Source: an optimization exercise on an open RTL-to-GDS flow (aim: small area, a short achievable clock period and few clock cycles per item). Production flows keep margins and buffers that such runs may drop.
At most, simulation tests tie the RTL to the original design; equivalence was not proved.
No activity file was given, so power comes from the tool's default toggle rates.

Setup of run 3:
==> flow/design.v (excerpt) <==
module flagged_rle_pitched_blit #(
	parameter int MAX_DIM   = 4096,
	parameter int ADDR_BITS = 25
) (
	input  wire logic                                clk,
	input  wire logic                                arst_n,
	input  wire logic                                in_valid,
	output logic                                     in_ready,
	input  wire logic                                is_run,
	input  wire logic [7:0]                          pixel_color,
	input  wire logic [7:0]                          run_length,
	output logic                                     out_valid,
	input  wire logic                                out_ready,
	output logic [rleb_pkg::SEG_ADDR_W-1:0]          seg_address,
	output logic [7:0]                               seg_length,
	output logic [7:0]                               seg_color,
	output logic                                     image_done,
	output logic                                     last,
	input  wire logic                                cfg_valid,
	output logic                                     cfg_ready,
	input  wire logic [rleb_pkg::CFG_IDX_W-1:0]      cfg_index,
	input  wire logic [rleb_pkg::CFG_DATA_W-1:0]     cfg_data
);
clock: 13.0 ns
lec_check: 0
cap_margin: 20
core_margin: 2
core_utilization: 40
slew_margin: 20
standard.sh (not shown) runs the stock make flow with config.mk's settings and CLKGATE_MAP_FILE= SYNTH_SCRIPT=/design/flow/synth_recipe.tcl, a recipe that flattens the netlist after the stock synthesis.
==> flow/flow/run.sh <==
#!/bin/bash
# Standard layout (the standard.sh) with three changes to how it is made:
# - ORFS timing repair aims at a setup slack of SETUP_SLACK_MARGIN ns against
#   the 13 ns clock, so it works toward a shorter period;
# - every input and output port still gets its own buffer, but a plain buf_2
#   rather than the delay cell buffer_ports picks by default, so that the
#   repair (which keeps cell footprints) can size port buffers for speed;
# - clock tree synthesis builds from clkbuf_4/clkbuf_8 and adds no dummy loads.
# Each tool's full output goes to standard.log in this folder.
export SETUP_SLACK_MARGIN=9
export BUFFER_PORTS_ARGS="-buffer_cell sky130_fd_sc_hd__buf_2"
export CTS_ARGS="-sink_clustering_enable -repair_clock_nets -dont_use_dummy_load -buf_list {sky130_fd_sc_hd__clkbuf_4 sky130_fd_sc_hd__clkbuf_8}"
bash standard.sh > standard.log 2>&1
Testbench counts of run 3, summed over its fixed seeds: cycles 8,178, items 5,611.
What run 2 does differently from run 3 at the input level:
--- a/flow/design.v
+++ b/flow/design.v
@@ -194,15 +194,15 @@
 	logic        renorm_q;     
 	logic        base_ok_q;    
 	logic        irr_q;        
 	logic        cmpok_q;      
 	logic [NS-1:0] su_q;
 	logic [NS-1:0] su_d;
 	logic [2:0]  cnt_q;
-	logic [27:0] r_q;
+	logic [29:0] r_q;
 	logic        neg_q;
 	logic        out_valid_q;
 	logic        fire_q;
 	logic [24:0] addr_q;
 	logic [7:0]  len_q;
 	logic [7:0]  color_q;
 	logic        done_q;
@@ -256,15 +256,15 @@
 	logic        sel_col_q;
 	logic        cin_q;
 	logic        chi_q;
 	always_comb begin
 		mul   = su_q[S_BASE] || su_q[S_SMUL];
 		pp0   = ({14{su_q[S_BASE] && r_q[0]}} & pitch) | ({14{su_q[S_SMUL] && r_q[0]}} & {1'b0, wc});
 		pp1   = ({14{su_q[S_BASE] && r_q[1]}} & pitch) | ({14{su_q[S_SMUL] && r_q[1]}} & {1'b0, wc});
-		sx = su_q[S_ROOM] ? {18'b0, wc} : {3'b0, r_q};
+		sx = su_q[S_ROOM] ? {18'b0, wc} : {1'b0, r_q};
 		sy = {3'b0, pp0, 14'b0}
 		   | ({31{sel_pw_q}}   & ~{6'b0, pw_q})
 		   | ({31{sel_col_q}}  & ~{18'b0, col_q});
 		sz = {2'b0, pp1, 15'b0}
 		   | ({31{sel_room_q}} & ~{18'b0, room_q});
 		scin = cin_q;
 		ss = sx ^ sy ^ sz;
@@ -391,19 +391,19 @@
 		end
 	end
 	always_ff @(posedge clk) begin
 		if (su_d[S_BASE] || su_d[S_SMUL]) begin
 			cnt_q <= su_q[S_IDLE] ? 3'd0 : (base_go ? 3'd0 : cnt_q + 3'd1);
 		end
 		if (base_go) begin
-			r_q <= {2'b0, dcol_n, 2'b0, drow_n};
+			r_q <= {4'b0, dcol_n, 2'b0, drow_n};
 		end else if (smul_go) begin
-			r_q <= {15'b0, hc};
+			r_q <= {17'b0, hc};
 		end else if (mul) begin
-			r_q <= st[29:2];
+			r_q <= st[30:2];
 		end
 		neg_q <= st[30];
 		c14_q <= slo[14];
 		sel_pw_q   <= su_d[S_SUB] || su_d[S_SUB2] || su_d[S_CMP] || su_d[S_CMP2] || su_d[S_SETR];
 		sel_room_q <= su_d[S_CMP] || su_d[S_CMP2];
 		sel_col_q  <= su_d[S_ROOM];
 		cin_q      <= su_d[S_ROOM] || su_d[S_CMP] || su_d[S_CMP2] || su_d[S_SETR];
@@ -417,15 +417,15 @@
 		end
 	end
 	always_ff @(posedge clk) begin
 		if (reload) begin
 			row_q  <= r_q[26:2];
 			col_q  <= '0;
 			room_q <= wc;
-			rows_q <= hc;
+			rows_q <= hc - 13'd1;
 			fin_q  <= (hc == 13'd1);
 			rl1_q  <= (hc == 13'd2);
 		end else if (su_q[S_CHK] && !neg_q) begin
 			if (col_ge_w) begin
 				col_q <= '0;
 				row_q <= row_pp;
 			end
@@ -444,15 +444,15 @@
 				col_q  <= '0;
 				room_q <= wc;
 			end
 			if (wrap) begin
 				row_q  <= row_pp;
 				rows_q <= rows_q - 13'd1;
 				fin_q  <= rl1_q;
-				rl1_q  <= (rows_q == 13'd3);
+				rl1_q  <= (rows_q == 13'd2);
 			end
 		end
 	end
 	always_ff @(posedge clk) begin
 		if (fire) begin
 			addr_q  <= row_q + 25'(col_q);
 			len_q   <= len;
==> run notes <==
Per the final summary, run 2 finished and its layout is clean on timing, DRC and antenna. Delta (run 2 minus run 3): growth of design area from synthesis to finish fell 1.4 points; total of hold buffers inserted after clock tree synthesis about even. Compared to run 3, run 2 has sequential-to-total area share from yosys stat 0.80 points lower. Looking at run 2 and run 3, the sequential power is a wash. Run 2 ended up with a higher maximum fanout encountered on the critical timing path than run 3 did. For the number of vias in the routed layout, run 2 came in 5.1% higher than run 3 did. Re placed cell area: run 2 is 1.9% up on run 3. Diff run 3 -> run 2 | per-instance average area after synthesis | decrease of about 2.7%. Power in run 2 is 0.00014 W below run 3.
Function not checked in run 2: the RTL went through the layout flow alone.

[separate check: timing with driven ports]
How much do the figures lean on ideal ports? The routed layouts below were timed once more, with nothing changed but the port constraints.
Step 1 (the two cells are an assumption about what drives the block):
set clk [get_ports {clk}]
set_driving_cell -lib_cell sky130_fd_sc_hd__clkbuf_16 $clk
set_driving_cell -lib_cell sky130_fd_sc_hd__buf_2 [delete_from_list [all_inputs] $clk]
Step 2 moves the port delays by t, midway between the first and last clock arrival at a register: inputs arrive t later, outputs are due t later. That takes back most of the time a late clock gives input paths.
Slacks: no drivers / after step 1 / after step 2; pairs: no drivers / after step 1.
run | shift t [ns] | setup slack, ns | worst hold slack (ns) | latest minus earliest clock arrival (ns)
run 3 | 0.655 | 9.032 / 9.008 / 8.483 | 0.410 / 0.410 / 0.410 | 0.067 / 0.067
run 2 | 0.673 | 9.063 / 9.057 / 8.418 | 0.417 / 0.417 / 0.417 | 0.039 / 0.039
After both steps setup and hold are still met in every run listed. The setup slack of run 2, which loses most, moves by -0.006 ns with the drivers and by -0.645 ns with both steps.
